Context: an optimization exercise on an open-source flow, tuned for a short achievable clock period and few clock cycles. The choices shown serve that exercise and are no tape-out recipe.
At most, simulation tests tie the RTL to the original design; equivalence was not proved.
The RTL of runs 3 and 4 was laid out without a check of its function.
Power is estimated from default activity; no workload was simulated.

### flow/design.v
package mipsIsaPkg;
    localparam int WORD_W = 32;
    localparam int REG_W = 5;
    localparam logic [5:0] OP_RTYPE = 6'h00;
    localparam logic [5:0] OP_J     = 6'h02;
    localparam logic [5:0] OP_BEQ   = 6'h04;
    localparam logic [5:0] OP_BNE   = 6'h05;
    localparam logic [5:0] OP_ADDIU = 6'h09;
    localparam logic [5:0] OP_ORI   = 6'h0d;
    localparam logic [5:0] OP_LUI   = 6'h0f;
    localparam logic [5:0] OP_LW    = 6'h23;
    localparam logic [5:0] OP_SW    = 6'h2b;
    localparam logic [5:0] FN_ADDU = 6'h21;
    localparam logic [5:0] FN_SUBU = 6'h23;
    localparam logic [5:0] FN_AND  = 6'h24;
    localparam logic [5:0] FN_OR   = 6'h25;
    localparam logic [5:0] FN_SLT  = 6'h2a;
endpackage
`timescale 1ns/1ps
module registerFile (
    input  logic        clk,
    input  logic [4:0]  readReg1,
    input  logic [4:0]  readReg2,
    input  logic [4:0]  writeReg,
    input  logic [31:0] writeData,
    input  logic        regWrite,
    output logic [31:0] readData1,
    output logic [31:0] readData2
);
    logic [31:0] regs [1:31];
    always_ff @(posedge clk) begin
        if (regWrite && writeReg != 5'd0) begin
            regs[writeReg] <= writeData;
        end
    end
    assign readData1 = (readReg1 == 5'd0) ? 32'd0 : regs[readReg1];
    assign readData2 = (readReg2 == 5'd0) ? 32'd0 : regs[readReg2];
endmodule
`timescale 1ns/1ps
module ksAdd #(
    parameter int W = 32
) (
    input  logic [W-1:0] a,
    input  logic [W-1:0] b,
    input  logic         cin,
    output logic [W-1:0] sum,
    output logic         cout
);
    localparam int LV = (W <= 2) ? 1 : (W <= 4) ? 2 : (W <= 8) ? 3 : (W <= 16) ? 4 : (W <= 32) ? 5 : 6;
    logic [(LV+1)*W-1:0] g;
    logic [(LV+1)*W-1:0] p;
    logic [W-1:0]        hp;
    assign hp = a ^ b;
    genvar l, j;
    generate
        for (j = 0; j < W; j++) begin : gInit
            if (j == 0) begin : gLsb
                assign g[j] = (a[0] & b[0]) | (hp[0] & cin);
            end else begin : gBit
                assign g[j] = a[j] & b[j];
            end
            assign p[j] = hp[j];
        end
        for (l = 0; l < LV; l++) begin : gLvl
            for (j = 0; j < W; j++) begin : gCell
                if (j >= (1 << l)) begin : gMerge
                    assign g[(l+1)*W + j] = g[l*W + j] | (p[l*W + j] & g[l*W + j - (1 << l)]);
                    assign p[(l+1)*W + j] = p[l*W + j] & p[l*W + j - (1 << l)];
                end else begin : gPass
                    assign g[(l+1)*W + j] = g[l*W + j];
                    assign p[(l+1)*W + j] = p[l*W + j];
                end
            end
        end
    endgenerate
    assign sum  = hp ^ {g[LV*W +: W-1], cin};
    assign cout = g[LV*W + W-1];
endmodule
`timescale 1ns/1ps
import mipsIsaPkg::*;
module pipeCpu (
    input  logic        clk,
    input  logic        rstN,
    output logic [31:0] pc,
    input  logic [31:0] inst,
    output logic [31:0] dataAddress,
    output logic [31:0] writeMemData,
    output logic        memRead,
    output logic        memWrite,
    input  logic [31:0] readMemData
);
    localparam bit PRED_FWD_BNE = 1'b1;
    logic        validD;
    logic [31:0] instD;
    logic        predD;
    logic [31:0] pcPlus4D;
    logic [4:0]  srcAD;
    logic [4:0]  srcTD;
    logic [4:0]  srcBD;
    logic        regWriteE;
    logic        memReadE;
    logic        memWriteE;
    logic        isBrE;
    logic        flipE;
    logic [4:0]  writeRegE;
    logic [31:0] aE;
    logic [31:0] bE;
    logic [31:0] tE;
    logic        subE;
    logic        andE;
    logic        orE;
    logic        sltE;
    logic        addE;
    logic [31:0] altPcE;
    logic        regWriteM;
    logic        memReadM;
    logic        memWriteM;
    logic [4:0]  writeRegM;
    logic [31:0] aluM;
    logic [31:0] storeM;
    logic        regWriteW;
    logic [4:0]  writeRegW;
    logic [31:0] wbData;
    logic        redirect;
    logic        stall;
    logic [31:0] aluOut;
    logic [31:0] pcPlus4F;
    logic        pcIncCo;
    logic [5:0]  opF;
    logic        isJF;
    logic        isBrF;
    logic        predF;
    logic [31:0] jTargetF;
    logic        shortF;
    logic [6:0]  brLoF;
    logic        brLoCo;
    logic [22:0] hiP1F;
    logic [22:0] hiM1F;
    logic        hiP1Co;
    logic        hiM1Co;
    logic [22:0] brHiF;
    logic [31:0] brTargetF;
    logic [31:0] fetchNext;
    ksAdd #(.W(30)) u_pcInc (
        .a    (pc[31:2]),
        .b    (30'd0),
        .cin  (1'b1),
        .sum  (pcPlus4F[31:2]),
        .cout (pcIncCo)
    );
    assign pcPlus4F[1:0] = pc[1:0];
    assign opF      = inst[31:26];
    assign isJF     = (opF == OP_J);
    assign isBrF    = (opF == OP_BEQ) || (opF == OP_BNE);
    assign shortF   = (inst[15:6] == 10'h000) || (inst[15:6] == 10'h3ff);
    assign predF    = isBrF && shortF
                      && ((inst[25:21] == inst[20:16]) ? !opF[0]
                          : (inst[15] || (PRED_FWD_BNE && opF[0])));
    assign jTargetF = {pcPlus4F[31:28], inst[25:0], 2'b00};
    ksAdd #(.W(7)) u_brLo (
        .a    (pc[8:2]),
        .b    (inst[6:0]),
        .cin  (1'b1),
        .sum  (brLoF),
        .cout (brLoCo)
    );
    ksAdd #(.W(23)) u_hiP1 (
        .a    (pc[31:9]),
        .b    (23'd0),
        .cin  (1'b1),
        .sum  (hiP1F),
        .cout (hiP1Co)
    );
    ksAdd #(.W(23)) u_hiM1 (
        .a    (pc[31:9]),
        .b    ({23{1'b1}}),
        .cin  (1'b0),
        .sum  (hiM1F),
        .cout (hiM1Co)
    );
    always_comb begin
        case ({brLoCo, inst[6]})
            2'b10:   brHiF = hiP1F;
            2'b01:   brHiF = hiM1F;
            default: brHiF = pc[31:9];
        endcase
    end
    assign brTargetF = {brHiF, brLoF, 2'b00};
    logic        rtypeF;
    logic        usesRsF;
    logic        usesRtF;
    logic        rtAsBF;
    logic [4:0]  srcAF;
    logic [4:0]  srcTF;
    logic [4:0]  srcBF;
    assign rtypeF  = (opF == OP_RTYPE)
                     && (inst[5:0] == FN_ADDU || inst[5:0] == FN_SUBU || inst[5:0] == FN_AND
                         || inst[5:0] == FN_OR || inst[5:0] == FN_SLT);
    assign usesRsF = rtypeF || isBrF || opF == OP_ADDIU || opF == OP_ORI
                     || opF == OP_LW || opF == OP_SW;
    assign rtAsBF  = rtypeF || isBrF;
    assign usesRtF = rtAsBF || opF == OP_SW;
    assign srcAF   = usesRsF ? inst[25:21] : 5'd0;
    assign srcTF   = usesRtF ? inst[20:16] : 5'd0;
    assign srcBF   = rtAsBF ? inst[20:16] : 5'd0;
    assign fetchNext = isJF ? jTargetF : predF ? brTargetF : pcPlus4F;
    always_ff @(posedge clk or negedge rstN) begin
        if (!rstN) begin
            pc <= 32'd0;
        end else if (redirect) begin
            pc <= altPcE;
        end else if (!stall) begin
            pc <= fetchNext;
        end
    end
    always_ff @(posedge clk or negedge rstN) begin
        if (!rstN) begin
            validD <= 1'b0;
        end else if (redirect) begin
            validD <= 1'b0;
        end else if (!stall) begin
            validD <= 1'b1;
        end
    end
    always_ff @(posedge clk) begin
        if (!stall) begin
            instD    <= inst;
            predD    <= predF;
            pcPlus4D <= pcPlus4F;
            srcAD    <= srcAF;
            srcTD    <= srcTF;
            srcBD    <= srcBF;
        end
    end
    logic [5:0]  opD;
    logic [5:0]  fnD;
    logic [4:0]  rsD;
    logic [4:0]  rtD;
    logic        known;
    logic        useImm;
    logic        writes;
    logic        writeRd;
    logic        memReadD;
    logic        memWriteD;
    logic        isBrD;
    logic        subD;
    logic        andD;
    logic        orD;
    logic        sltD;
    logic [31:0] immD;
    logic [4:0]  srcA;
    logic [4:0]  srcT;
    logic [4:0]  srcB;
    logic [4:0]  writeRegD;
    logic        regWriteD;
    logic [31:0] rf1;
    logic [31:0] rf2;
    logic [31:0] rsValD;
    logic [31:0] rtValD;
    logic [31:0] wbNext;
    logic [29:0] brTargetD;
    logic        brTargetCo;
    assign opD = instD[31:26];
    assign fnD = instD[5:0];
    assign rsD = instD[25:21];
    assign rtD = instD[20:16];
    always_comb begin
        known     = 1'b1;
        useImm    = 1'b0;
        writes    = 1'b0;
        writeRd   = 1'b0;
        memReadD  = 1'b0;
        memWriteD = 1'b0;
        isBrD     = 1'b0;
        subD      = 1'b0;
        andD      = 1'b0;
        orD       = 1'b0;
        sltD      = 1'b0;
        immD      = {{16{instD[15]}}, instD[15:0]};
        case (opD)
            OP_RTYPE: begin
                writes  = 1'b1;
                writeRd = 1'b1;
                case (fnD)
                    FN_ADDU: ;
                    FN_SUBU: subD = 1'b1;
                    FN_AND:  andD = 1'b1;
                    FN_OR:   orD  = 1'b1;
                    FN_SLT: begin
                        subD = 1'b1;
                        sltD = 1'b1;
                    end
                    default: known = 1'b0;
                endcase
            end
            OP_ADDIU: begin
                useImm = 1'b1;
                writes = 1'b1;
            end
            OP_ORI: begin
                useImm = 1'b1;
                writes = 1'b1;
                orD    = 1'b1;
                immD   = {16'd0, instD[15:0]};
            end
            OP_LUI: begin
                useImm = 1'b1;
                writes = 1'b1;
                immD   = {instD[15:0], 16'd0};
            end
            OP_LW: begin
                useImm   = 1'b1;
                writes   = 1'b1;
                memReadD = 1'b1;
            end
            OP_SW: begin
                useImm    = 1'b1;
                memWriteD = 1'b1;
            end
            OP_BEQ, OP_BNE: begin
                isBrD  = 1'b1;
            end
            default: known = 1'b0;
        endcase
        if (!validD || !known) begin
            writes    = 1'b0;
            memReadD  = 1'b0;
            memWriteD = 1'b0;
            isBrD     = 1'b0;
        end
    end
    ksAdd #(.W(30)) u_brFull (
        .a    (pcPlus4D[31:2]),
        .b    ({{14{instD[15]}}, instD[15:0]}),
        .cin  (1'b0),
        .sum  (brTargetD),
        .cout (brTargetCo)
    );
    assign srcA      = validD ? srcAD : 5'd0;
    assign srcT      = validD ? srcTD : 5'd0;
    assign srcB      = validD ? srcBD : 5'd0;
    assign writeRegD = writeRd ? instD[15:11] : rtD;
    assign regWriteD = writes && (writeRegD != 5'd0);
    registerFile u_registerFile (
        .clk       (clk),
        .readReg1  (rsD),
        .readReg2  (rtD),
        .writeReg  (writeRegW),
        .writeData (wbData),
        .regWrite  (regWriteW),
        .readData1 (rf1),
        .readData2 (rf2)
    );
    assign rsValD = (regWriteM && writeRegM == rsD) ? wbNext
                  : (regWriteW && writeRegW == rsD) ? wbData : rf1;
    assign rtValD = (regWriteM && writeRegM == rtD) ? wbNext
                  : (regWriteW && writeRegW == rtD) ? wbData : rf2;
    assign stall = memReadE && regWriteE
                   && ((srcA != 5'd0 && srcA == writeRegE) || (srcT != 5'd0 && srcT == writeRegE));
    always_ff @(posedge clk or negedge rstN) begin
        if (!rstN) begin
            regWriteE <= 1'b0;
            memReadE  <= 1'b0;
            memWriteE <= 1'b0;
            isBrE     <= 1'b0;
        end else if (redirect || stall) begin
            regWriteE <= 1'b0;
            memReadE  <= 1'b0;
            memWriteE <= 1'b0;
            isBrE     <= 1'b0;
        end else begin
            regWriteE <= regWriteD;
            memReadE  <= memReadD;
            memWriteE <= memWriteD;
            isBrE     <= isBrD;
        end
    end
    logic fMemA, fMemB, fMemT;
    assign fMemA = (srcA != 5'd0) && regWriteE && (writeRegE == srcA);
    assign fMemB = (srcB != 5'd0) && regWriteE && (writeRegE == srcB);
    assign fMemT = (srcT != 5'd0) && regWriteE && (writeRegE == srcT);
    always_ff @(posedge clk) begin
        flipE     <= opD[0] ^ predD;
        writeRegE <= writeRegD;
        aE        <= fMemA ? aluOut : (opD == OP_LUI) ? 32'd0 : rsValD;
        bE        <= fMemB ? (aluOut ^ {32{subD}})
                     : useImm ? immD : (rtValD ^ {32{subD}});
        tE        <= fMemT ? aluOut : rtValD;
        subE      <= subD;
        andE      <= andD;
        orE       <= orD;
        sltE      <= sltD;
        addE      <= !andD && !orD && !sltD;
        altPcE    <= predD ? pcPlus4D : {brTargetD, 2'b00};
    end
    logic [31:0] aV;
    logic [31:0] bV;
    logic [31:0] tV;
    logic [31:0] sum;
    logic        sumCo;
    logic        lt;
    logic        taken;
    assign aV = aE;
    assign bV = bE;
    assign tV = tE;
    ksAdd #(.W(32)) u_alu (
        .a    (aV),
        .b    (bV),
        .cin  (subE),
        .sum  (sum),
        .cout (sumCo)
    );
    assign lt = (aV[31] == bV[31]) ? aV[31] : sum[31];
    assign aluOut = ({32{andE}} & (aV & bV)) | ({32{orE}} & (aV | bV))
                    | ({32{addE}} & sum) | {31'd0, sltE & lt};
    assign taken    = (aV == tV);
    assign redirect = isBrE && (taken != flipE);
    always_ff @(posedge clk or negedge rstN) begin
        if (!rstN) begin
            regWriteM <= 1'b0;
            memReadM  <= 1'b0;
            memWriteM <= 1'b0;
        end else begin
            regWriteM <= regWriteE;
            memReadM  <= memReadE;
            memWriteM <= memWriteE;
        end
    end
    always_ff @(posedge clk) begin
        writeRegM <= writeRegE;
        aluM      <= aluOut;
        storeM    <= tV;
    end
    assign dataAddress  = aluM;
    assign writeMemData = storeM;
    assign memRead      = memReadM;
    assign memWrite     = memWriteM;
    assign wbNext = memReadM ? readMemData : aluM;
    always_ff @(posedge clk or negedge rstN) begin
        if (!rstN) begin
            regWriteW <= 1'b0;
        end else begin
            regWriteW <= regWriteM;
        end
    end
    always_ff @(posedge clk) begin
        writeRegW <= writeRegM;
        wbData    <= wbNext;
    end
endmodule
### flow/run.sh
#!/bin/bash
# synth_recipe.tcl (not shown) runs the flow's synth.tcl, then flattens the netlist and writes it again
# the make line also repeats each setting of config.mk as NAME=value (left out here)
make -C /OpenROAD-flow-scripts/flow DESIGN_CONFIG=/design/flow/config.mk WORK_HOME=/design/flow/orfs CLKGATE_MAP_FILE= SYNTH_SCRIPT=/design/flow/synth_recipe.tcl finish
### flow/config.mk
export PLATFORM = sky130hd
export DESIGN_NAME = pipeCpu
export DESIGN_NICKNAME = pipeCpu
export VERILOG_FILES = /design/flow/design.v
export SDC_FILE = /design/flow/constraint.sdc
export NUM_CORES = 4
export LEC_CHECK = 0
export ABC_CLOCK_PERIOD_IN_PS = 2500
export CAP_MARGIN = 20
export CORE_MARGIN = 2
export CORE_UTILIZATION = 40
export PLACE_DENSITY = 0.6
export SETUP_SLACK_MARGIN = 4.2
export SLEW_MARGIN = 20
export TNS_END_PERCENT = 100
### flow/constraint.sdc
create_clock -name core_clock -period 7.0 [get_ports {clk}]
set_input_delay 1.4000 -clock core_clock [delete_from_list [all_inputs] [get_ports {clk}]]
set_output_delay 1.4000 -clock core_clock [all_outputs]
set_load 0.01 [all_outputs]
==> metrics.md, run 1 <==
| Metric | Value |
|---|---|
| Mapped Nets | `4,701` |
| Share of cells above drive strength 1 | `0.399` |
| Worst hold path depth | `0` |
| Endpoints failing hold | `0` |
| Critical path data required time | `7.69 ns` |
| Placed cells | `6,677` |
| Initial DRC Count | `6,383` |
| Skew-Pair Late Insertion Delay | `0.80 ns` |
| Non-Filler Instances | `7,421` |
| Post-synth ARST share | `0.0300` |
| Tcrit/Tclk final | `0.457` |
| Final wirelength | `240 mm` |
| Initial antenna violation count | `8` |
| Die area | `171,000 um^2` |
| Area Growth Syn to Fin | `27.6%` |
| R2R depth | `15` |
| Wire length on met1 | `91.2 mm` |
| Hold Buf Count CTS | `0` |
| CP max FO | `6` |
| GRT Overall Usage | `0.272` |
| Register area share after synthesis | `0.572` |
| Port bufs | `163` |
| NumNets Final | `5,269` |
| Global-route wire length before repair | `334 mm` |
| Pwr dens | `290 nW/um^2` |
| Die height | `413 um` |
| Setup TNS | `0 ns` |
| H-tree depth | `4` |
| Fin crit period | `3.20 ns` |
| Setup violations, final | `0` |
| Part of the power in registers | `0.456` |
| Yosys top cell area share | `0.481` |
| Critical path startpoint category | `register` |
| Post-synth cell types | `93` |
| CORE AREA | `167,000 um^2` |
| Max_cap viols | `0` |
| Switching power | `7670 uW` |
| VDD IR max | `0.275 mV` |
| Pin count of the biggest net entering global routing | `75` |
| Root buffer cell | `clkbuf_16` |
| Total CTS buffers | `145` |
| Synthesized flop and latch total | `1,368` |
| Fin util | `0.513` |
| Synth top cells by count | `edfxtp_1 (1,072), mux4_2 (523), dfxtp_1 (255)` |
| CTS tree | `yes` |
| CP Class | `reg -> reg` |
| Total global routing overflow | `0` |
| Synth Instances | `4,528` |
| Yosys top cell by area | `edfxtp_1` |
| GPL Wtd Cong | `0.943` |
| Tightest Hold Check Type | `reg -> reg` |
| Vias per std cell | `6.41` |
| TritonRoute pass-1 iters | `6` |
| Clock buffer depth | `3` |
| Sink Count | `1,368` |
| Top-count cell post-synth | `edfxtp_1` |
| Status | `no timing/DRC/antenna violations` |
| Crit end category | `register` |
| Fmax achieved | `0.313 GHz` |
| DR DRC count | `0` |
| Max Used Layer | `met5` |
| Post-route clock skew | `0.0275 ns` |
| Worst-Margin Slew | `1.16 ns` |
| Antenna Nets Post-Route | `0` |
| Chip width | `413 um` |
| Number of global-route vias before repair | `46,600` |
| Data arrival, critical path | `3.88 ns` |
| Post-DP HPWL | `129 mm` |
| Final Power | `24,800 uW` |
| Clock Power Share | `0.308` |
| Post-synth EDFFs | `1,072` |
| Clk slew on worst S/H paths | `0.06 ns` |
| Synth top area cells | `edfxtp_1 (48%), mux4_2 (18%), dfxtp_1 (7.6%)` |
| Int Power | `17,100 uW` |
| Synth warnings | `2` |
| Sw frac | `0.310` |
| Slew Viols, Final | `0` |
| RSZ-0062 raised after global routing | `true` |
| Site row count | `150` |
| Via count | `47,600` |
| Met2 WL | `112 mm` |
| Part of the power in combinational logic | `0.236` |
| DR WL/cell | `32.3 um` |
| Num ports | `164` |
| Initial Utilization | `0.402` |
| Synthesized area | `67,000 um^2` |
| Met3 routed WL | `22.7 mm` |
| Rel. slew slack | `0.223` |
| Most used DFF post-synth | `edfxtp_1` |
| P_leak | `0.0299 uW` |
| Syn Area/Cell | `14.8 um^2` |
-- worst paths after layout --
kind | start | endpoint | slack, ns
setup / recovery | register | bE[27]$_DFF_P_ | 3.80
setup reg to reg | register | bE[27]$_DFF_P_ | 3.80
hold / removal | memWriteE$_DFF_PN0_ | memWriteM$_DFF_PN0_ | 0.36
max in group asynchronous | rstN | memReadM$_DFF_PN0_ | 5.81
hold reg to reg | memWriteE$_DFF_PN0_ | memWriteM$_DFF_PN0_ | 0.36
min in group asynchronous | rstN | pc[26]$_DFFE_PN0P_ | 0.71
-- cell usage in the layout, fill, tap and decap left out, drive strengths merged, types with 42 or more instances in the layout --
master,count
nor3,70
xnor2,85
o21ai,169
buf,604
dfxtp,255
a21oi,193
clkinv,64
mux2,73
clkdlybuf4s15,47
a211oi,143
inv,147
edfxtp,1072
mux2i,176
and2,42
xor2,62
nor2,229
mux4,523
a21o,50
ha,103
clkbuf,211
nand2,244
nand3,54
-- power by group through the flow --
stage / registers [uW] / clock network, uW / logic (uW)
6_report: 11300 / 7630 / 5850
4_1_cts: 11200 / 7670 / 5320
2_1_floorplan: 11100 / 0 / 2580
3_5_place_dp: 11500 / 0 / 4080
3_3_place_gp: 11500 / 0 / 4060
5_1_grt: 11400 / 8000 / 6160
-- registers in the layout, summed over array words and instances (netlist names), 5 cells and up, named ones only --
| name | cells |
|---|---|
| aE | 32 |
| altPcE | 32 |
| aluM | 32 |
| bE | 32 |
| instD | 32 |
| pc | 32 |
| pcPlus4D | 32 |
| srcAD | 5 |
| srcBD | 5 |
| srcTD | 5 |
| storeM | 32 |
| tE | 32 |
| u_registerFile.regs | 992 |
| wbData | 32 |
| writeRegE | 5 |
| writeRegM | 5 |
| writeRegW | 5 |
-- kinds of logic (layout without fill, tap and decap cells) --
logic type,count (synthesis),in the layout,share of synthesized area
compound gates,863,866,0.0863
xor+xnor,147,147,0.0192
fa+ha+maj,107,107,0.0204
buf+inv,457,1138,0.0293
flops,1368,1368,0.572
mux,772,772,0.214
other cells,0,1,0
simple gates,814,818,0.0579
-- area by class of cell --
cell class,count,area [um^2]
diodes,1,2.50
clock buffers,189,3910
clock inverters,78,734
fillers,13600,81200
inverters,145,571
multi-input cells,2710,30400
flip-flops and latches,1368,38500
well taps,2204,2760
repair buffers,723,8620
repair inverters,3,23.8
-- metrics by stage --
step	setup WS, ns	instance area, um^2	hold slack [ns]
2_1_floorplan	3.35	67300	0.331
3_3_place_gp	2.08	71400	0.339
3_5_place_dp	1.99	71400	0.350
4_1_cts	3.84	83100	0.363
5_1_grt	3.76	85500	0.363
6_report	3.80	85500	0.360
-- worst max-delay path, cell delays in order, from the launching register on --
cell and delay, ns:
dfxtp_4 0.36, buf_12 0.13, buf_12 0.14, buf_12 0.13
buf_12 0.12, buf_16 0.17, buf_16 0.16, mux4_2 0.51
mux2i_1 0.20, a21oi_1 0.09, nor2_1 0.21, nor3_2 0.09
a221oi_2 0.18, buf_4 0.18, mux2i_1 0.07, a2111oi_1 0.31
-- metal layers --
metal | vias up | track usage
met1 | 24800 | 0.357
li1 | 19300 | -
met3 | 644 | 0.0568
met2 | 2838 | 0.430
met5 | - | 0.00480
met4 | 12 | 0.135
-- what timing repair did --
item | in CTS | in global routing
endpoints found under the setup margin | 850 | 240
cloned | 57 | 13
pin swaps | 215 | 179
setup buffers | 303 | 103
gates resized for setup | 1097 | 304
Testbench counts, summed over its fixed seeds: cycles 14,105.
==> run 2, diff against run 1 <==
==> flow/flow/run.sh (new file) <==
#!/bin/bash
set -euo pipefail
bash standard.sh MATCH_CELL_FOOTPRINT=0 "BUFFER_PORTS_ARGS=-buffer_cell sky130_fd_sc_hd__buf_4" finish > flow_standard.log 2>&1
==> flow/standard.sh (new file) <==
#!/bin/bash
# synth_recipe.tcl (not shown) runs the flow's synth.tcl, then flattens the netlist and writes it again
# the make line also repeats each setting of config.mk as NAME=value (left out here)
make -C /OpenROAD-flow-scripts/flow DESIGN_CONFIG=/design/flow/config.mk WORK_HOME=/design/flow/orfs CLKGATE_MAP_FILE= SYNTH_SCRIPT=/design/flow/synth_recipe.tcl "${@:-finish}"
removed: flow/run.sh
==> run 2 against run 1 <==
Effect of this change: still clean on timing, DRC and antenna; first-iteration DRC count up 1.2%; routed wire length up 1.2%; synthesized area unchanged.
==> metrics.md, run 2 <==
| Metric | Value |
|---|---|
| H-tree depth | `4 (unchanged)` |
| Crit end category | `register` |
| CORE AREA | `167,000 um^2 (unchanged)` |
| Global-route wire length before repair | `335 mm (+0.35%)` |
| Num ports | `164 (unchanged)` |
| Status | `no timing/DRC/antenna violations` |
| Chip width | `413 um (unchanged)` |
| Clock buffer depth | `3 (unchanged)` |
| Mapped Nets | `4,701 (unchanged)` |
| Post-DP HPWL | `132 mm (+2.2%)` |
| Antenna Nets Post-Route | `0 (unchanged)` |
| Sw frac | `0.308 (-0.00203)` |
| Site row count | `150 (unchanged)` |
| R2R depth | `9 (-6)` |
| NumNets Final | `5,275 (+0.11%)` |
| Data arrival, critical path | `3.84 ns (-0.04 ns)` |
| Initial DRC Count | `6,461 (+1.2%)` |
| Initial Utilization | `0.402 (unchanged)` |
| Number of global-route vias before repair | `45,700 (-1.8%)` |
| Syn Area/Cell | `14.8 um^2 (unchanged)` |
| Tcrit/Tclk final | `0.454 (-0.00307)` |
| Top-count cell post-synth | `edfxtp_1` |
| DR WL/cell | `32.7 um (+1.2%)` |
| Setup violations, final | `0 (unchanged)` |
| Worst hold start | `tE[9]$_DFF_P_` |
| Die height | `413 um (unchanged)` |
| Worst-Margin Slew | `1.23 ns (+0.0618 ns)` |
| GRT Overall Usage | `0.275 (+0.00248)` |
| Setup WS post-layout | `3.83 ns (+0.0215 ns)` |
| Part of the power in registers | `0.456 (about the same)` |
| CP max FO | `8 (+2)` |
| TritonRoute pass-1 iters | `5 (-1)` |
| Pin count of the biggest net entering global routing | `56 (-25%)` |
| Slew Viols, Final | `0 (unchanged)` |
| Synth Instances | `4,528 (unchanged)` |
| Die area | `171,000 um^2 (unchanged)` |
| Via count | `47,500 (-0.22%)` |
| Clock Power Share | `0.312 (+0.004)` |
| Yosys top cell by area | `edfxtp_1` |
| Fin crit period | `3.17 ns (-0.0215 ns)` |
| Yosys top cell area share | `0.481 (unchanged)` |
| Switching power | `7670 uW (about the same)` |
| Fmax achieved | `0.315 GHz (+0.68%)` |
| Int Power | `17,200 uW (+0.92%)` |
| Commonest non-fill, non-tap cell in the layout | `edfxtp_1` |
| RSZ-0062 raised after global routing | `true` |
| Number of flip-flops in the largest register | `992 (unchanged)` |
| Synth warnings | `2 (unchanged)` |
| RR Endpoint | `pc[24]$_DFFE_PN0P_` |
| Skew-Pair Late Insertion Delay | `0.80 ns (about the same)` |
| Setup TNS | `0 ns (unchanged)` |
| Endpoints failing hold | `0 (unchanged)` |
| Tightest Hold Check Type | `reg -> reg` |
| Final wirelength | `243 mm (+1.2%)` |
| DP Worst Slack | `2.34 ns (+0.351 ns)` |
| Hold_ws | `0.354 ns (-0.00628 ns)` |
| R2r startpoint | `pc[14]$_DFFE_PN0P_` |
| P_leak | `0.0297 uW (-0.48%)` |
| Port bufs | `163 (unchanged)` |
| Pwr dens | `294 nW/um^2 (+1.4%)` |
| Synthesized flop and latch total | `1,368 (unchanged)` |
| Critical path startpoint category | `input port` |
| Initial antenna violation count | `5 (-3)` |
| Share of cells above drive strength 1 | `0.405 (+0.00659)` |
| Post-synth cell types | `93 (unchanged)` |
| Total CTS buffers | `149 (+2.8%)` |
| Register area share after synthesis | `0.572 (unchanged)` |
| GPL Wtd Cong | `0.959 (+1.7%)` |
| Hold Buf Count CTS | `0 (unchanged)` |
| Synth top area cells | `edfxtp_1 (48%), mux4_2 (18%), dfxtp_1 (7.6%)` |
| Root buffer cell | `clkbuf_16` |
| Synthesized area | `67,000 um^2 (unchanged)` |
| CTS tree | `yes` |
| DR DRC count | `0 (unchanged)` |
| Sink Count | `1,368 (unchanged)` |
| Filler Cell Count | `13,600 (+0.40%)` |
| CP Class | `in -> reg` |
| Top reg by flops | `u_registerFile.regs` |
| Post-route clock skew | `0.0333 ns (+0.00583 ns)` |
| Hold Path End | `storeM[9]$_DFF_P_` |
| Max_cap viols | `0 (unchanged)` |
| Rel. slew slack | `0.182 (-0.0412)` |
| Total global routing overflow | `0 (unchanged)` |
| Most frequent cells in the layout | `edfxtp_1 (1,072), mux4_2 (523), buf_4 (452), nand2_1 (227), dfxtp_1 (200)` |
| Area Growth Syn to Fin | `26.7%` |
| Vias per std cell | `6.39 (-0.27%)` |
| Post-synth EDFFs | `1,072 (unchanged)` |
| Critical path data required time | `7.66 ns (-0.03 ns)` |
| Clk slew on worst S/H paths | `0.07 ns (about the same)` |
| Most used DFF post-synth | `edfxtp_1` |
| Post-synth ARST share | `0.0300 (unchanged)` |
| Setup slack, reg-to-reg | `3.86 ns (+0.06 ns)` |
| Final Power | `24,900 uW (+0.62%)` |
| Worst hold path depth | `0 (unchanged)` |
| VDD IR max | `0.265 mV (-3.6%)` |
| Part of the power in combinational logic | `0.232 (-0.004)` |
| Synth top cells by count | `edfxtp_1 (1,072), mux4_2 (523), dfxtp_1 (255)` |
-- run 2: cell counts after synthesis --
No cell type changed its count.
-- run 2: what timing repair did --
action / 4_1_cts / 5_1_grt
pin swaps: 161 / 171
setup buffers: 277 / 125
endpoints found under the setup margin: 753 / 231
hold endpoints to repair: 0 / 0
gates resized for setup: 594 / 325
cloned: 64 / 13
-- run 2: layout make-up --
cell class | count | area (um^2) | share of cell area
Sequential cell | 1368 | 38500 | 0.454
Multi-Input combinational cell | 2711 | 30100 | 0.355
Timing Repair Buffer | 723 | 8110 | 0.0956
Clock buffer | 200 | 4170 | 0.0492
Tap cell | 2204 | 2760 | 0.0325
Inverter | 145 | 592 | 0.00698
Clock inverter | 69 | 582 | 0.00686
Timing Repair inverter | 4 | 43.8 | 0.000516
Antenna cell | 1 | 2.50 | 0.0000295
-- run 2: logic make-up after synthesis --
group                    count (synthesis)  share of synthesized area
AO/OA/AOI/OAI                          863                     0.0863
XOR/XNOR                               147                     0.0192
adder cells (fa/ha/maj)                107                     0.0204
buffers and inverters                  457                     0.0293
flip-flops                            1368                      0.572
multiplexers                           772                      0.214
AND/OR/NAND/NOR                        814                     0.0579
-- run 2: power groups by stage --
| stage | registers (uW) | logic, uW | clock network, uW |
|---|---|---|---|
| after floorplan | 11100 | 2590 | 0 |
| after global placement | 11500 | 3930 | 0 |
| after detailed placement | 11600 | 3950 | 0 |
| after CTS | 11300 | 5120 | 7830 |
| after global routing | 11400 | 6080 | 8130 |
| final | 11400 | 5770 | 7780 |
-- run 2: stage by stage --
step | area [um^2] | instances | utilization
final | 84800 | 7425 | 0.509
after global routing | 84800 | 7424 | 0.509
after CTS | 82100 | 7286 | 0.492
after detailed placement | 71000 | 6676 | 0.426
after global placement | 71000 | 6676 | 0.426
after floorplan | 67300 | 4528 | -
-- run 2: per-layer routing --
metal / wire length, um / global-route usage / vias up
li1: - / - / 19300
met2: 113000 / 0.433 / 2911
met4: 12700 / 0.123 / 10
met1: 91100 / 0.365 / 24600
met3: 25800 / 0.0598 / 640
met5: 97 / 0 / -
-- run 2: worst max path at each step --
stage                        start            endpoint  depth (start not counted)
after floorplan            inst[6]  pc[12]$_DFFE_PN0P_                         13
after global placement    inst[10]  pc[16]$_DFFE_PN0P_                         10
after detailed placement  inst[10]  pc[16]$_DFFE_PN0P_                         10
after CTS                  inst[9]  pc[17]$_DFFE_PN0P_                         12
after global routing      inst[13]  pc[12]$_DFFE_PN0P_                         12
final                     inst[13]  pc[17]$_DFFE_PN0P_                         12
-- run 2: critical path, cell delays in order --
cell	delay, ns
buf_8	0.10
or4_4	0.54
nor4_4	0.24
o21ai_2	0.13
a211o_1	0.29
buf_12	0.17
clkinv_16	0.07
nand2_4	0.05
or4_4	0.48
a21o_1	0.17
o211ai_1	0.08
o21ai_1	0.11
==> run 3, diff against run 2 <==
--- a/flow/design.v
+++ b/flow/design.v
@@ -124,4 +124,7 @@
     logic        redirect;
     logic        stall;
+    logic        fixD;
+    logic [29:0] brTargetD;
+    logic        brTargetCo;
     logic [31:0] aluOut;
     logic [31:0] pcPlus4F;
@@ -132,5 +135,4 @@
     logic        predF;
     logic [31:0] jTargetF;
-    logic        shortF;
     logic [6:0]  brLoF;
     logic        brLoCo;
@@ -153,6 +155,5 @@
     assign isJF     = (opF == OP_J);
     assign isBrF    = (opF == OP_BEQ) || (opF == OP_BNE);
-    assign shortF   = (inst[15:6] == 10'h000) || (inst[15:6] == 10'h3ff);
-    assign predF    = isBrF && shortF
+    assign predF    = isBrF
                       && ((inst[25:21] == inst[20:16]) ? !opF[0]
                           : (inst[15] || (PRED_FWD_BNE && opF[0])));
@@ -210,4 +211,6 @@
         end else if (redirect) begin
             pc <= altPcE;
+        end else if (fixD) begin
+            pc <= {brTargetD, 2'b00};
         end else if (!stall) begin
             pc <= fetchNext;
@@ -217,5 +220,5 @@
         if (!rstN) begin
             validD <= 1'b0;
-        end else if (redirect) begin
+        end else if (redirect || fixD) begin
             validD <= 1'b0;
         end else if (!stall) begin
@@ -259,6 +262,4 @@
     logic [31:0] rtValD;
     logic [31:0] wbNext;
-    logic [29:0] brTargetD;
-    logic        brTargetCo;
     assign opD = instD[31:26];
     assign fnD = instD[5:0];
@@ -356,4 +357,6 @@
     assign rtValD = (regWriteM && writeRegM == rtD) ? wbNext
                   : (regWriteW && writeRegW == rtD) ? wbData : rf2;
+    assign fixD = validD && predD && !stall
+                  && !((instD[15:6] == 10'h000) || (instD[15:6] == 10'h3ff));
     assign stall = memReadE && regWriteE
                    && ((srcA != 5'd0 && srcA == writeRegE) || (srcT != 5'd0 && srcT == writeRegE));
==> flow/run.sh (new file) <==
#!/bin/bash
# synth_recipe.tcl (not shown) runs the flow's synth.tcl, then flattens the netlist and writes it again
# the make line also repeats each setting of config.mk as NAME=value (left out here)
make -C /OpenROAD-flow-scripts/flow DESIGN_CONFIG=/design/flow/config.mk WORK_HOME=/design/flow/orfs CLKGATE_MAP_FILE= SYNTH_SCRIPT=/design/flow/synth_recipe.tcl finish
removed: flow/flow/run.sh
removed: flow/standard.sh
==> run 3 against run 2 <==
Effect of this change: combinational power rose by 19%; die area rose by 0.11%; clock skew rose by 0.0072 ns; first-iteration DRC count rose by 6.4%; critical path depth rose by 8; largest cell class unchanged; largest power group unchanged.
==> metrics.md, run 3 <==
| Metric | Value |
|---|---|
| CP Class | `in -> reg` |
| Chip width | `413 um (about the same)` |
| NumNets Final | `5,332 (+1.1%)` |
| Tcrit/Tclk final | `0.532 (+0.0788)` |
| Root buffer cell | `clkbuf_16` |
| Post-route clock skew | `0.0405 ns (+0.00723 ns)` |
| Via count | `47,200 (-0.51%)` |
| Clk slew on worst S/H paths | `0.06 ns (about the same)` |
| Status | `no timing/DRC/antenna violations` |
| GPL Wtd Cong | `0.922 (-3.9%)` |
| Fin crit period | `3.73 ns (+0.552 ns)` |
| Final wirelength | `241 mm (-0.46%)` |
| Area Growth Syn to Fin | `28.0%` |
| Hold_ws | `0.363 ns (+0.00939 ns)` |
| Post-synth EDFFs | `1,072 (unchanged)` |
| Yosys top cell by area | `edfxtp_1` |
| Synth top cells by count | `edfxtp_1 (1,072), mux4_2 (542), nand2_1 (271)` |
| Vias per std cell | `6.31 (-1.3%)` |
| Critical path data required time | `7.66 ns (about the same)` |
| Pin count of the biggest net entering global routing | `61 (+8.9%)` |
| H-tree depth | `4 (unchanged)` |
| Mapped Nets | `4,687 (-0.30%)` |
| Number of global-route vias before repair | `45,800 (+0.26%)` |
| Die area | `171,000 um^2 (+0.11%)` |
| Setup violations, final | `0 (unchanged)` |
| CORE AREA | `167,000 um^2 (+0.11%)` |
| Endpoints failing hold | `0 (unchanged)` |
| DR DRC count | `0 (unchanged)` |
| Share of cells above drive strength 1 | `0.394 (-0.0107)` |
| GRT Overall Usage | `0.273 (-0.00156)` |
| Tightest Hold Check Type | `reg -> reg` |
| Sw frac | `0.317 (+0.00855)` |
| Synthesized area | `67,000 um^2 (+0.11%)` |
| Antenna Nets Post-Route | `0 (unchanged)` |
| Die height | `413 um (about the same)` |
| Yosys top cell area share | `0.480 (-0.000511)` |
| CTS tree | `yes` |
| Top reg by flops | `u_registerFile.regs` |
| Rel. slew slack | `0.194 (+0.0126)` |
| Synthesized flop and latch total | `1,368 (unchanged)` |
| CP max FO | `4 (-4)` |
| Top-count cell post-synth | `edfxtp_1` |
| Hold Buf Count CTS | `0 (unchanged)` |
| Pwr dens | `305 nW/um^2 (+3.7%)` |
| Commonest non-fill, non-tap cell in the layout | `edfxtp_1` |
| Data arrival, critical path | `4.39 ns (+0.55 ns)` |
| RSZ-0062 raised after global routing | `true` |
| Synth Instances | `4,513 (-0.33%)` |
| TritonRoute pass-1 iters | `10 (+5)` |
| Initial Utilization | `0.402 (about the same)` |
| Post-synth cell types | `99 (+6.5%)` |
| Initial antenna violation count | `9 (+4)` |
| VDD IR max | `0.222 mV (-16%)` |
| Max_cap viols | `0 (unchanged)` |
| Skew-Pair Late Insertion Delay | `0.81 ns (about the same)` |
| Part of the power in registers | `0.431 (-0.025)` |
| Part of the power in combinational logic | `0.262 (+0.030)` |
| Clock buffer depth | `3 (unchanged)` |
| Slew Viols, Final | `0 (unchanged)` |
| Register area share after synthesis | `0.572 (-0.000609)` |
| Initial DRC Count | `6,876 (+6.4%)` |
| Total global routing overflow | `0 (unchanged)` |
| Total CTS buffers | `149 (unchanged)` |
| Number of flip-flops in the largest register | `992 (unchanged)` |
| Post-synth ARST share | `0.0300 (unchanged)` |
| Switching power | `8270 uW (+7.8%)` |
| P_leak | `0.0301 uW (+1.3%)` |
| Synth top area cells | `edfxtp_1 (48%), mux4_2 (18%), dfxtp_1 (7.6%)` |
| Fmax achieved | `0.268 GHz (-15%)` |
| Num ports | `164 (unchanged)` |
| Synth warnings | `2 (unchanged)` |
| Port bufs | `163 (unchanged)` |
| Setup TNS | `0 ns (unchanged)` |
| Most frequent cells in the layout | `edfxtp_1 (1,072), mux4_2 (542), buf_4 (369), nand2_1 (256), dfxtp_1 (198)` |
| Critical path startpoint category | `input port` |
| DR WL/cell | `32.2 um (-1.3%)` |
| Site row count | `150 (unchanged)` |
| Sink Count | `1,368 (unchanged)` |
| Worst-Margin Slew | `1.21 ns (-0.0189 ns)` |
| Syn Area/Cell | `14.9 um^2 (+0.44%)` |
| Int Power | `17,900 uW (+3.6%)` |
| Clock Power Share | `0.307 (-0.005)` |
| Post-DP HPWL | `136 mm (+2.9%)` |
| Global-route wire length before repair | `334 mm (-0.42%)` |
| Crit end category | `register` |
| Most used DFF post-synth | `edfxtp_1` |
## run 3: routing by layer
layer,GRT usage,vias to the layer above,wire length (um)
li1,-,19400,-
met1,0.360,24400,90900
met2,0.437,2900,114000
met3,0.0535,563,24100
met4,0.126,4,12300
met5,0,-,33
## run 3: path summary, 6_finish.rpt
check / cells after the start / slack [ns] / start / end
max: 20 / 3.27 / inst[1] / pc[26]$_DFFE_PN0P_
max in group asynchronous: 2 / 5.79 / rstN / pc[29]$_DFFE_PN0P_
max reg2reg: 20 / 3.51 / pc[2]$_DFFE_PN0P_ / pc[26]$_DFFE_PN0P_
min reg2reg: 0 / 0.36 / tE[9]$_DFF_P_ / storeM[9]$_DFF_P_
min: 0 / 0.36 / tE[9]$_DFF_P_ / storeM[9]$_DFF_P_
min in group asynchronous: 2 / 0.71 / rstN / memWriteM$_DFF_PN0_
## run 3: metrics by stage
stage	instance area, um^2	worst slack [ns]	cells	power (uW)	utilization
after floorplan	67400	3.01	4513	14100	-
final	85800	3.27	7487	26100	0.514
after CTS	83100	3.35	7331	25500	0.498
after global routing	85800	3.14	7485	26900	0.514
after detailed placement	71700	1.43	6687	16400	0.429
after global placement	71700	1.51	6687	16400	0.429
## run 3: final cells by class
type	count	area (um^2)
Multi-Input combinational cell	2708	30100
Sequential cell	1368	38500
Timing Repair inverter	3	26.3
Inverter	135	548
Timing Repair Buffer	793	8900
Clock buffer	189	3980
Fill cell	13600	81100
Clock inverter	82	935
Tap cell	2204	2760
Antenna cell	5	12.5
## run 3: what timing repair did
item	CTS	global route
hold endpoints to repair	0	0
setup endpoints to repair	623	302
cloned	39	17
setup buffers	334	134
pin swaps	162	149
gates resized for setup	1034	298
## run 3: power by group through the flow
stage / registers [uW] / logic (uW) / clock network (uW)
after floorplan: 11100 / 2970 / 0
after global placement: 11500 / 4840 / 0
after detailed placement: 11600 / 4870 / 0
after CTS: 11200 / 6240 / 8070
after global routing: 11300 / 7200 / 8400
final: 11300 / 6840 / 8020
## run 3: kinds of logic (layout without fill, tap and decap cells)
| kind of cell | Yosys count | count (layout) | synth area share |
|---|---|---|---|
| flops | 1368 | 1368 | 0.572 |
| compound gates | 863 | 864 | 0.0862 |
| simple gates | 796 | 799 | 0.0550 |
| mux | 770 | 770 | 0.217 |
| buf+inv | 441 | 1202 | 0.0275 |
| xor+xnor | 167 | 167 | 0.0218 |
| fa+ha+maj | 108 | 108 | 0.0206 |
| other cells | 0 | 5 | 0 |
## run 3: critical path, stage by stage
cell and delay, ns:
buf_12 0.10, ha_4 0.20, nor2b_4 0.12, o21ai_2 0.17, a21oi_2 0.08, o21ai_1 0.13
nand2b_1 0.10, a21o_1 0.18, a21oi_2 0.19, ha_4 0.21, buf_12 0.11, nor4b_4 0.24
buf_4 0.16, nand4_1 0.13, o22ai_1 0.20, mux2i_1 0.12, xor2_1 0.19, o21ai_1 0.09
o31ai_1 0.20, a31oi_1 0.07
==> run 4, diff against run 3 <==
--- a/flow/design.v
+++ b/flow/design.v
@@ -20,6 +20,6 @@
 module registerFile (
     input  logic        clk,
-    input  logic [4:0]  readReg1,
-    input  logic [4:0]  readReg2,
+    input  logic [31:1] readSel1,
+    input  logic [31:1] readSel2,
     input  logic [4:0]  writeReg,
     input  logic [31:0] writeData,
@@ -34,6 +34,12 @@
         end
     end
-    assign readData1 = (readReg1 == 5'd0) ? 32'd0 : regs[readReg1];
-    assign readData2 = (readReg2 == 5'd0) ? 32'd0 : regs[readReg2];
+    always_comb begin
+        readData1 = 32'd0;
+        readData2 = 32'd0;
+        for (int k = 1; k < 32; k++) begin
+            readData1 = readData1 | ({32{readSel1[k]}} & regs[k]);
+            readData2 = readData2 | ({32{readSel2[k]}} & regs[k]);
+        end
+    end
 endmodule
 `timescale 1ns/1ps
@@ -98,4 +104,6 @@
     logic [4:0]  srcTD;
     logic [4:0]  srcBD;
+    logic [31:1] rsHotD;
+    logic [31:1] rtHotD;
     logic        regWriteE;
     logic        memReadE;
@@ -124,7 +132,4 @@
     logic        redirect;
     logic        stall;
-    logic        fixD;
-    logic [29:0] brTargetD;
-    logic        brTargetCo;
     logic [31:0] aluOut;
     logic [31:0] pcPlus4F;
@@ -135,4 +140,5 @@
     logic        predF;
     logic [31:0] jTargetF;
+    logic        shortF;
     logic [6:0]  brLoF;
     logic        brLoCo;
@@ -155,5 +161,6 @@
     assign isJF     = (opF == OP_J);
     assign isBrF    = (opF == OP_BEQ) || (opF == OP_BNE);
-    assign predF    = isBrF
+    assign shortF   = (inst[15:6] == 10'h000) || (inst[15:6] == 10'h3ff);
+    assign predF    = isBrF && shortF
                       && ((inst[25:21] == inst[20:16]) ? !opF[0]
                           : (inst[15] || (PRED_FWD_BNE && opF[0])));
@@ -205,4 +212,12 @@
     assign srcTF   = usesRtF ? inst[20:16] : 5'd0;
     assign srcBF   = rtAsBF ? inst[20:16] : 5'd0;
+    logic [31:1] rsHotF;
+    logic [31:1] rtHotF;
+    always_comb begin
+        for (int k = 1; k < 32; k++) begin
+            rsHotF[k] = (inst[25:21] == k[4:0]);
+            rtHotF[k] = (inst[20:16] == k[4:0]);
+        end
+    end
     assign fetchNext = isJF ? jTargetF : predF ? brTargetF : pcPlus4F;
     always_ff @(posedge clk or negedge rstN) begin
@@ -211,6 +226,4 @@
         end else if (redirect) begin
             pc <= altPcE;
-        end else if (fixD) begin
-            pc <= {brTargetD, 2'b00};
         end else if (!stall) begin
             pc <= fetchNext;
@@ -220,5 +233,5 @@
         if (!rstN) begin
             validD <= 1'b0;
-        end else if (redirect || fixD) begin
+        end else if (redirect) begin
             validD <= 1'b0;
         end else if (!stall) begin
@@ -234,4 +247,6 @@
             srcTD    <= srcTF;
             srcBD    <= srcBF;
+            rsHotD   <= rsHotF;
+            rtHotD   <= rtHotF;
         end
     end
@@ -262,4 +277,6 @@
     logic [31:0] rtValD;
     logic [31:0] wbNext;
+    logic [29:0] brTargetD;
+    logic        brTargetCo;
     assign opD = instD[31:26];
     assign fnD = instD[5:0];
@@ -345,6 +362,6 @@
     registerFile u_registerFile (
         .clk       (clk),
-        .readReg1  (rsD),
-        .readReg2  (rtD),
+        .readSel1  (rsHotD),
+        .readSel2  (rtHotD),
         .writeReg  (writeRegW),
         .writeData (wbData),
@@ -357,6 +374,4 @@
     assign rtValD = (regWriteM && writeRegM == rtD) ? wbNext
                   : (regWriteW && writeRegW == rtD) ? wbData : rf2;
-    assign fixD = validD && predD && !stall
-                  && !((instD[15:6] == 10'h000) || (instD[15:6] == 10'h3ff));
     assign stall = memReadE && regWriteE
                    && ((srcA != 5'd0 && srcA == writeRegE) || (srcT != 5'd0 && srcT == writeRegE));
==> run 4 against run 3 <==
Effect of this change: setup slack improved by 0.34 ns; sequential cell count increased by 52; first-iteration DRC count increased by 84%; power decreased by 5.2%; synthesized area decreased by 6.3%; critical endpoint is now bE[26]$_DFF_P_; largest cell class unchanged; highest routed layer unchanged.
==> metrics.md, run 4 <==
| Metric | Value |
|---|---|
| Hold_ws | `0.348 ns (-0.0152 ns)` |
| Setup violations, final | `0 (unchanged)` |
| Critical Path, Cell by Cell | `buf_4, a222oi_1, nand4_1, nor3_1, a211oi_1, a21oi_2, o221ai_2, a21oi_2` |
| Mapped Nets | `5,071 (+8.2%)` |
| TritonRoute pass-1 iters | `13 (+3)` |
| Skew-Pair Late Insertion Delay | `0.82 ns (about the same)` |
| Chip width | `400 um (-3.2%)` |
| Rel. slew slack | `0.204 (+0.00993)` |
| Yosys top cell by area | `edfxtp_1` |
| Die height | `400 um (-3.2%)` |
| Fmax achieved | `0.296 GHz (+10%)` |
| Top reg by flops | `u_registerFile.regs` |
| Post-DP HPWL | `163 mm (+20%)` |
| Slew Viols, Final | `0 (unchanged)` |
| Switching power | `7550 uW (-8.7%)` |
| Synth Instances | `4,898 (+8.5%)` |
| DP Worst Slack | `1.52 ns (+0.0863 ns)` |
| Pin count of the biggest net entering global routing | `65 (+6.6%)` |
| Most frequent CP cell | `a21oi_2` |
| Tcrit/Tclk final | `0.483 (-0.0492)` |
| Clock buffer depth | `3 (unchanged)` |
| Total global routing overflow | `0 (unchanged)` |
| Root buffer cell | `clkbuf_16` |
| Worst-Margin Slew | `1.19 ns (-0.0132 ns)` |
| Setup TNS | `0 ns (unchanged)` |
| Family with the most delay on the worst path | `compound AO/OA/AOI/OAI gates` |
| CORE AREA | `156,000 um^2 (-6.5%)` |
| Buf/Inv on CP | `1 (-2)` |
| Register area share after synthesis | `0.636 (+0.0648)` |
| Worst hold start | `memWriteE$_DFF_PN0_` |
| Crit path largest cell delay | `0.55 ns (+0.31 ns)` |
| Int Power | `17,200 uW (-3.6%)` |
| Tightest Hold Check Type | `reg -> reg` |
| Most frequent cells in the layout | `edfxtp_1 (1,134), a22o_1 (335), a221oi_1 (322), buf_4 (307), a22oi_1 (258)` |
| Initial DRC Count | `12,600 (+84%)` |
| Via count | `54,800 (+16%)` |
| Post-synth cell types | `81 (-18%)` |
| RSZ-0062 raised after global routing | `true` |
| Mux share of post-synthesis cell area | `0.0114 (-0.206)` |
| Vias per std cell | `7.30 (+16%)` |
| Status | `no timing/DRC/antenna violations` |
| Area Growth Syn to Fin | `23.1%` |
| Number of global-route vias before repair | `50,900 (+11%)` |
| Critical path data required time | `7.71 ns (+0.05 ns)` |
| Initial antenna violation count | `22 (+13)` |
| Total CTS buffers | `148 (-0.67%)` |
| XOR/XNOR share of the synthesized area | `0.0219 (+0.0000678)` |
| DR DRC count | `0 (unchanged)` |
| CP max FO | `25 (+21)` |
| Simple-gate portion of the synthesized area | `0.0796 (+0.0246)` |
| Fin crit period | `3.38 ns (-0.344 ns)` |
| Post-synth ARST share | `0.0289 (-0.00110)` |
| Site row count | `145 (-3.3%)` |
| Die area | `160,000 um^2 (-6.2%)` |
| Setup WS post-layout | `3.62 ns (+0.344 ns)` |
| H-tree depth | `4 (unchanged)` |
| Commonest non-fill, non-tap cell in the layout | `edfxtp_1` |
| Clk slew on worst S/H paths | `0.07 ns (about the same)` |
| Filler Cell Count | `13,300 (-1.8%)` |
| VDD IR max | `0.283 mV (+28%)` |
| Largest family of logic cells by synthesized area | `compound AO/OA/AOI/OAI gates` |
| CTS tree | `yes` |
| Final wirelength | `301 mm (+25%)` |
| Syn Area/Cell | `12.8 um^2 (-14%)` |
| Synth top area cells | `edfxtp_1 (54%), dfxtp_1 (7.8%), a22o_1 (4.7%)` |
| Critical path startpoint category | `register` |
| Number of flip-flops in the largest register | `992 (unchanged)` |
| Synth warnings | `2 (unchanged)` |
| Most used DFF post-synth | `edfxtp_1` |
| NumNets Final | `5,498 (+3.1%)` |
| Num ports | `164 (unchanged)` |
| Part of the power in registers | `0.472 (+0.041)` |
| Sw frac | `0.305 (-0.0116)` |
| Critical path's slowest cell | `nor3_1` |
| Post-synth EDFFs | `1,134 (+5.8%)` |
| R2r startpoint | `rtHotD[4]$_DFFE_PN_` |
| DR WL/cell | `40.1 um (+24%)` |
| Sink Count | `1,420 (+3.8%)` |
| Final Power | `24,800 uW (-5.2%)` |
| Multi-input logic area | `23,900 um^2 (-21%)` |
| Antenna Nets Post-Route | `0 (unchanged)` |
| Synth top cells by count | `edfxtp_1 (1,134), a22o_1 (336), a221oi_1 (330)` |
| Post-route clock skew | `0.0332 ns (-0.00731 ns)` |
| Crit end category | `register` |
| Endpoints failing hold | `0 (unchanged)` |
| P_leak | `0.0267 uW (-11%)` |
| CP Class | `reg -> reg` |
| Share of cells above drive strength 1 | `0.236 (-0.159)` |
| Yosys top cell area share | `0.542 (+0.0618)` |
| Port bufs | `163 (unchanged)` |
| Synth Area in Adders | `0.0218 (+0.00118)` |
| Synthesized flop and latch total | `1,420 (+3.8%)` |
| Synthesized area | `62,800 um^2 (-6.3%)` |
| Register area | `40,100 um^2 (+4.2%)` |
| Initial Utilization | `0.403 (+0.000892)` |
| Global-route wire length before repair | `405 mm (+21%)` |
| Pwr dens | `320 nW/um^2 (+5.1%)` |
| Critical path startpoint | `rtHotD[4]$_DFFE_PN_` |
| Data arrival, critical path | `4.09 ns (-0.30 ns)` |
| GPL Wtd Cong | `0.958 (+4.0%)` |
| GRT Overall Usage | `0.360 (+0.0862)` |
| Top-count cell post-synth | `edfxtp_1` |
| Synth Area in Compound Gates | `0.201 (+0.115)` |
| Clock Power Share | `0.321 (+0.014)` |
| Part of the power in combinational logic | `0.208 (-0.054)` |
| Max_cap viols | `0 (unchanged)` |
-- run 4: changes by cell type after synthesis, moves of 62 or more --
cell,before,now
a211oi_1,121,54
a22o_1,11,336
a221oi_1,14,330
a22oi_1,25,260
nand4_1,24,152
mux2i_1,174,22
edfxtp_1,1072,1134
clkbuf_1,188,291
mux4_2,542,0
-- run 4: timing repair --
action,CTS,global route
buffers inserted,189,89
hold buffers,0,0
setup endpoints to repair,574,495
pin swaps,182,167
resized for setup,838,332
gates cloned,18,1
-- run 4: worst paths after layout --
path | to | slack [ns] | depth (start not counted)
setup / recovery | bE[26]$_DFF_P_ | 3.62 | 8
hold / removal | memWriteM$_DFF_PN0_ | 0.35 | 0
setup reg to reg | bE[26]$_DFF_P_ | 3.62 | 8
hold reg to reg | memWriteM$_DFF_PN0_ | 0.35 | 0
max in group asynchronous | pc[24]$_DFFE_PN0P_ | 5.80 | 2
min in group asynchronous | memWriteM$_DFF_PN0_ | 0.71 | 2
-- run 4: through the flow --
stage | instance area, um^2 | cells | util
final | 77400 | 7514 | 0.496
after global routing | 77300 | 7506 | 0.496
after floorplan | 63000 | 4898 | -
after detailed placement | 67300 | 6936 | 0.432
after global placement | 67300 | 6935 | 0.431
after CTS | 75500 | 7414 | 0.484
-- run 4: layer usage --
layer / routed length [um] / vias to the layer above / GRT usage
met5: 448 / - / 0.0149
met4: 26000 / 36 / 0.228
met3: 53000 / 1650 / 0.166
met2: 118000 / 5852 / 0.488
met1: 104000 / 26500 / 0.458
li1: - / 20800 / -
-- run 4: cells by family (layout without fill, tap and decap cells) --
logic type | after synthesis | count (layout)
adder cells (fa/ha/maj) | 107 | 107
buffers and inverters | 463 | 1000
flip-flops | 1420 | 1420
AO/OA/AOI/OAI | 1667 | 1667
multiplexers | 66 | 66
AND/OR/NAND/NOR | 1018 | 1029
other | 0 | 10
XOR/XNOR | 157 | 157
-- run 4: cell type report --
class,count,share of cell area
diodes,10,0.000323
clock buffers,206,0.0537
clock inverters,65,0.00818
inverters,124,0.00657
multi-input cells,3026,0.309
flip-flops and latches,1420,0.518
well taps,2058,0.0333
repair buffers,602,0.0709
repair inverters,3,0.000404
-- run 4: power groups by stage --
stage | combinational (uW) | clock [uW] | sequential, uW
2_1_floorplan | 2030 | 0 | 11500
3_3_place_gp | 3620 | 0 | 11800
3_5_place_dp | 3650 | 0 | 11800
4_1_cts | 4420 | 7900 | 11600
5_1_grt | 5330 | 8270 | 11800
6_report | 5140 | 7930 | 11700
-- run 4: worst register-to-register path, delay by kind of cell (launching register included) --
family	cells	cell delay (ns)
AND/OR/NAND/NOR	2	0.73
buffers and inverters	1	0.40
flip-flops	1	0.46
AO/OA/AOI/OAI	5	1.70

port drivers added, routing unchanged:
Ports are ideal in the flow. The routed layouts listed here were re-timed in OpenROAD.
Step 1: set_driving_cell puts a clkbuf_16 on clk and a buf_2 on each other input, an assumption about the parent block.
Step 2 moves the port delays by t, midway between the first and last clock arrival at a register: inputs arrive t later, outputs are due t later. That takes back most of the time a late clock gives input paths.
Slacks: no drivers / after step 1 / after step 2; pairs: no drivers / after step 1.
run	shift t [ns]	setup WS [ns]	worst setup path at the end	slew at the worst register clock pin (ns)	worst slew at a driven data input, ns
run 1	0.877	3.804 / 3.804 / 3.002	input to register	0.07 / 0.07	0.12
run 2	0.873	3.825 / 3.860 / 3.007	input to register	0.07 / 0.07	0.10
run 3	0.873	3.274 / 3.309 / 2.437	input to register	0.07 / 0.07	0.08
run 4	0.885	3.618 / 3.618 / 2.778	input to register	0.07 / 0.07	0.08
After both steps every run listed still meets setup and hold. The setup slack of run 4, which loses most, moves by 0.000 ns with the drivers and by -0.840 ns with both steps.
